Source: an optimization exercise on an open RTL-to-GDS flow (aim: small area, a short achievable clock period and few clock cycles per item). Production flows keep margins and buffers that such runs may drop.
Function was checked by simulation only, so behaviour that the tests miss may differ from the original.
Power figures rest on the tool's default switching activity, not on a simulated workload.

Setup of v31:
==> flow/design.v (excerpt) <==
module handle_list_table_unit
(
  input  logic                   clk,
  input  logic                   rst_n,
  input  logic                   in_valid,
  output logic                   in_ready,
  input  logic [1:0]             in_action,
  input  logic [hlt_pkg::IN_HANDLE_W-1:0] in_handle,
  output logic                   out_valid,
  input  logic                   out_ready,
  output logic [1:0]             out_status,
  output logic                   out_found,
  output logic [hlt_pkg::POS_W-1:0]       out_position,
  output logic [hlt_pkg::COUNT_W-1:0]     out_entry_count
);
==> flow/config.mk <==
export PLATFORM = sky130hd
export DESIGN_NAME = handle_list_table_unit
export DESIGN_NICKNAME = handle_list_table_unit
export VERILOG_FILES = /design/flow/design.v
export SDC_FILE = /design/flow/constraint.sdc
export NUM_CORES = 4
export LEC_CHECK = 0
export CAP_MARGIN = 20
export CORE_MARGIN = 2
export CORE_UTILIZATION = 65
export CTS_CLUSTER_DIAMETER = 80
export CTS_CLUSTER_SIZE = 30
export SETUP_SLACK_MARGIN = 4.0
export SLEW_MARGIN = 20
==> flow/constraint.sdc <==
create_clock -name core_clock -period 7.0 [get_ports {clk}]
set_input_delay 1.4000 -clock core_clock [delete_from_list [all_inputs] [get_ports {clk}]]
set_output_delay 1.4000 -clock core_clock [all_outputs]
set_load 0.01 [all_outputs]
run.sh (not shown) runs the stock make flow with config.mk's settings and CLKGATE_MAP_FILE= SYNTH_SCRIPT=/design/flow/synth_recipe.tcl, a recipe that flattens the netlist after the stock synthesis.
Testbench counts of v31, summed over its fixed seeds: cycles 12,040, items 12,000.
The following lists how v8 was set up differently from v31:
-- flow/design.v --
<<< v31, line 50
  hlt_pkg::action_t     c_act;
  hlt_pkg::key_t        c_key;
  logic                 s_v;
  logic                 s_add, s_rem, s_lkp, s_clr;    
>>> v8, line 50
  hlt_pkg::action_t     c_act;
  hlt_pkg::key_t        c_key;
  hlt_pkg::key_t        c_keyn;    
  logic                 s_v;
  logic                 s_add, s_rem, s_lkp, s_clr;    
<<< v31, line 64
  logic [QD-1:0][RW-1:0]  q_d;
  logic                   rdy_r;
  logic [2:0]             busy;    
  logic in_fire;
  assign in_ready = rdy_r;
>>> v8, line 65
  logic [QD-1:0][RW-1:0]  q_d;
  logic                   rdy_r;
  logic [QD-1:0]          busy;    
  logic in_fire;
  assign in_ready = rdy_r;
<<< v31, line 70
  always_ff @(posedge clk) begin
    c_act <= in_action;
    c_key <= in_handle[KW-1:0];
    s_key <= c_key;
    s_eq  <= (c_key == s_key);
>>> v8, line 71
  always_ff @(posedge clk) begin
    c_act <= in_action;
    c_key  <= in_handle[KW-1:0];
    c_keyn <= ~in_handle[KW-1:0];
    s_key <= c_key;
    s_eq  <= (c_key == s_key);
<<< v31, line 104
    always_ff @(posedge clk) begin
      if (sh[j]) mem[j] <= dn;
      s_raw[j] <= (mem[j] == c_key);
    end
  end
>>> v8, line 106
    always_ff @(posedge clk) begin
      if (sh[j]) mem[j] <= dn;
      if (j < N / 2) s_raw[j] <= (mem[j] == c_key);
      else           s_raw[j] <= (mem[j] == ~c_keyn);
    end
  end
<<< v31, line 118
  assign found = suf[0];
  always_comb begin
    vld_nxt  = vld;
    fill_nxt = fill_r;
    st       = hlt_pkg::ST_OK;
    if (s_add) begin
      if (full) st = hlt_pkg::ST_FULL;
      else begin
        vld_nxt  = vld | allv;
        fill_nxt = fill_r + hlt_pkg::CNT_W'(1);
      end
    end
    if (s_srch && !found) st = hlt_pkg::ST_MISSING;
    if (s_rem && found) begin
      vld_nxt  = vld & ~first;
      fill_nxt = fill_r - hlt_pkg::CNT_W'(1);
    end
    if (s_clr) begin
      vld_nxt  = '0;
      fill_nxt = '0;
    end
  end
  logic [NG-1:0]         ghit;       
>>> v8, line 121
  assign found = suf[0];
  always_comb begin
    if (s_clr)              vld_nxt = '0;
    else if (s_rem)         vld_nxt = vld & ~first;
    else if (s_add & ~full) vld_nxt = vld | allv;    
    else                    vld_nxt = vld;
  end
  always_comb begin
    fill_nxt = fill_r;
    st       = hlt_pkg::ST_OK;
    if (s_add) begin
      if (full) st = hlt_pkg::ST_FULL;
      else fill_nxt = fill_r + hlt_pkg::CNT_W'(1);
    end
    if (s_srch && !found) st = hlt_pkg::ST_MISSING;
    if (s_rem && found) fill_nxt = fill_r - hlt_pkg::CNT_W'(1);
    if (s_clr) fill_nxt = '0;
  end
  logic [NG-1:0]         ghit;       
<<< v31, line 194
  logic [QD-1:0]      g_v, q_v_nxt, tgt;
  logic [QD-1:0][RW-1:0] g_d, q_d_nxt;
  logic [2:0]         busy_nxt;
  logic               rdy_nxt;
  assign pop = q_v[0] & out_ready;
>>> v8, line 193
  logic [QD-1:0]      g_v, q_v_nxt, tgt;
  logic [QD-1:0][RW-1:0] g_d, q_d_nxt;
  logic [QD-1:0]      busy_nxt;
  logic               rdy_nxt;
  assign pop = q_v[0] & out_ready;
<<< v31, line 205
    end
    q_v_nxt = g_v | tgt;
    busy_nxt = busy + 3'(in_fire) - 3'(pop);
    rdy_nxt  = (busy_nxt < 3'(QD));
  end
  always_ff @(posedge clk) begin
>>> v8, line 204
    end
    q_v_nxt = g_v | tgt;
    busy_nxt = busy;
    rdy_nxt  = ~busy[QD-1];
    if (in_fire && !pop) begin
      busy_nxt = {busy[QD-2:0], 1'b1};
      rdy_nxt  = ~busy[QD-2];
    end
    if (pop && !in_fire) begin
      busy_nxt = {1'b0, busy[QD-1:1]};
      rdy_nxt  = 1'b1;
    end
  end
  always_ff @(posedge clk) begin
## What came out
Diff v31 -> v8: wire length lower; post-synthesis share of cell area spent on full adders, half adders and majority gates roughly the same.
v8 vs v31: synthesized cell count up in v8
For average cell area after synthesis, v31 and v8 come out practically identical.
Cmp v8 and v31 / power of the clock network / lower: v31
[v8 vs v31] final critical-path setup slack: lower in v8
Via density per instance, v8 and v31: lower on v8
Testbench counts of v8, summed over its fixed seeds: cycles 12,040, items 12,000.

## static timing again, ports no longer ideal
In the flow no input, the clock included, has a driving cell. The finished layouts below were timed again as built, in two steps.
Step 1 (the two cells are an assumption about what drives the block):
set clk [get_ports {clk}]
set_driving_cell -lib_cell sky130_fd_sc_hd__clkbuf_16 $clk
set_driving_cell -lib_cell sky130_fd_sc_hd__buf_2 [delete_from_list [all_inputs] $clk]
Step 2, shift: input delay + t, output delay - t, t = (earliest + latest rising clock arrival at the registers) / 2. This alone moves slack from input paths to output paths.
a / b / c = no drivers / after step 1 / after step 2; a / b = the first two.
run	shift t [ns]	setup slack, ns	hold WS [ns]	slew at the worst register clock pin (ns)
v31	0.869	4.003 / 4.003 / 3.263	0.358 / 0.358 / 0.358	0.12 / 0.12
v8	0.868	3.895 / 3.895 / 3.184	0.331 / 0.331 / 0.331	0.12 / 0.12
After both steps every run listed still meets setup and hold. For v31, which loses most, drivers alone change the setup slack by 0.000 ns; drivers and shift together by -0.740 ns.
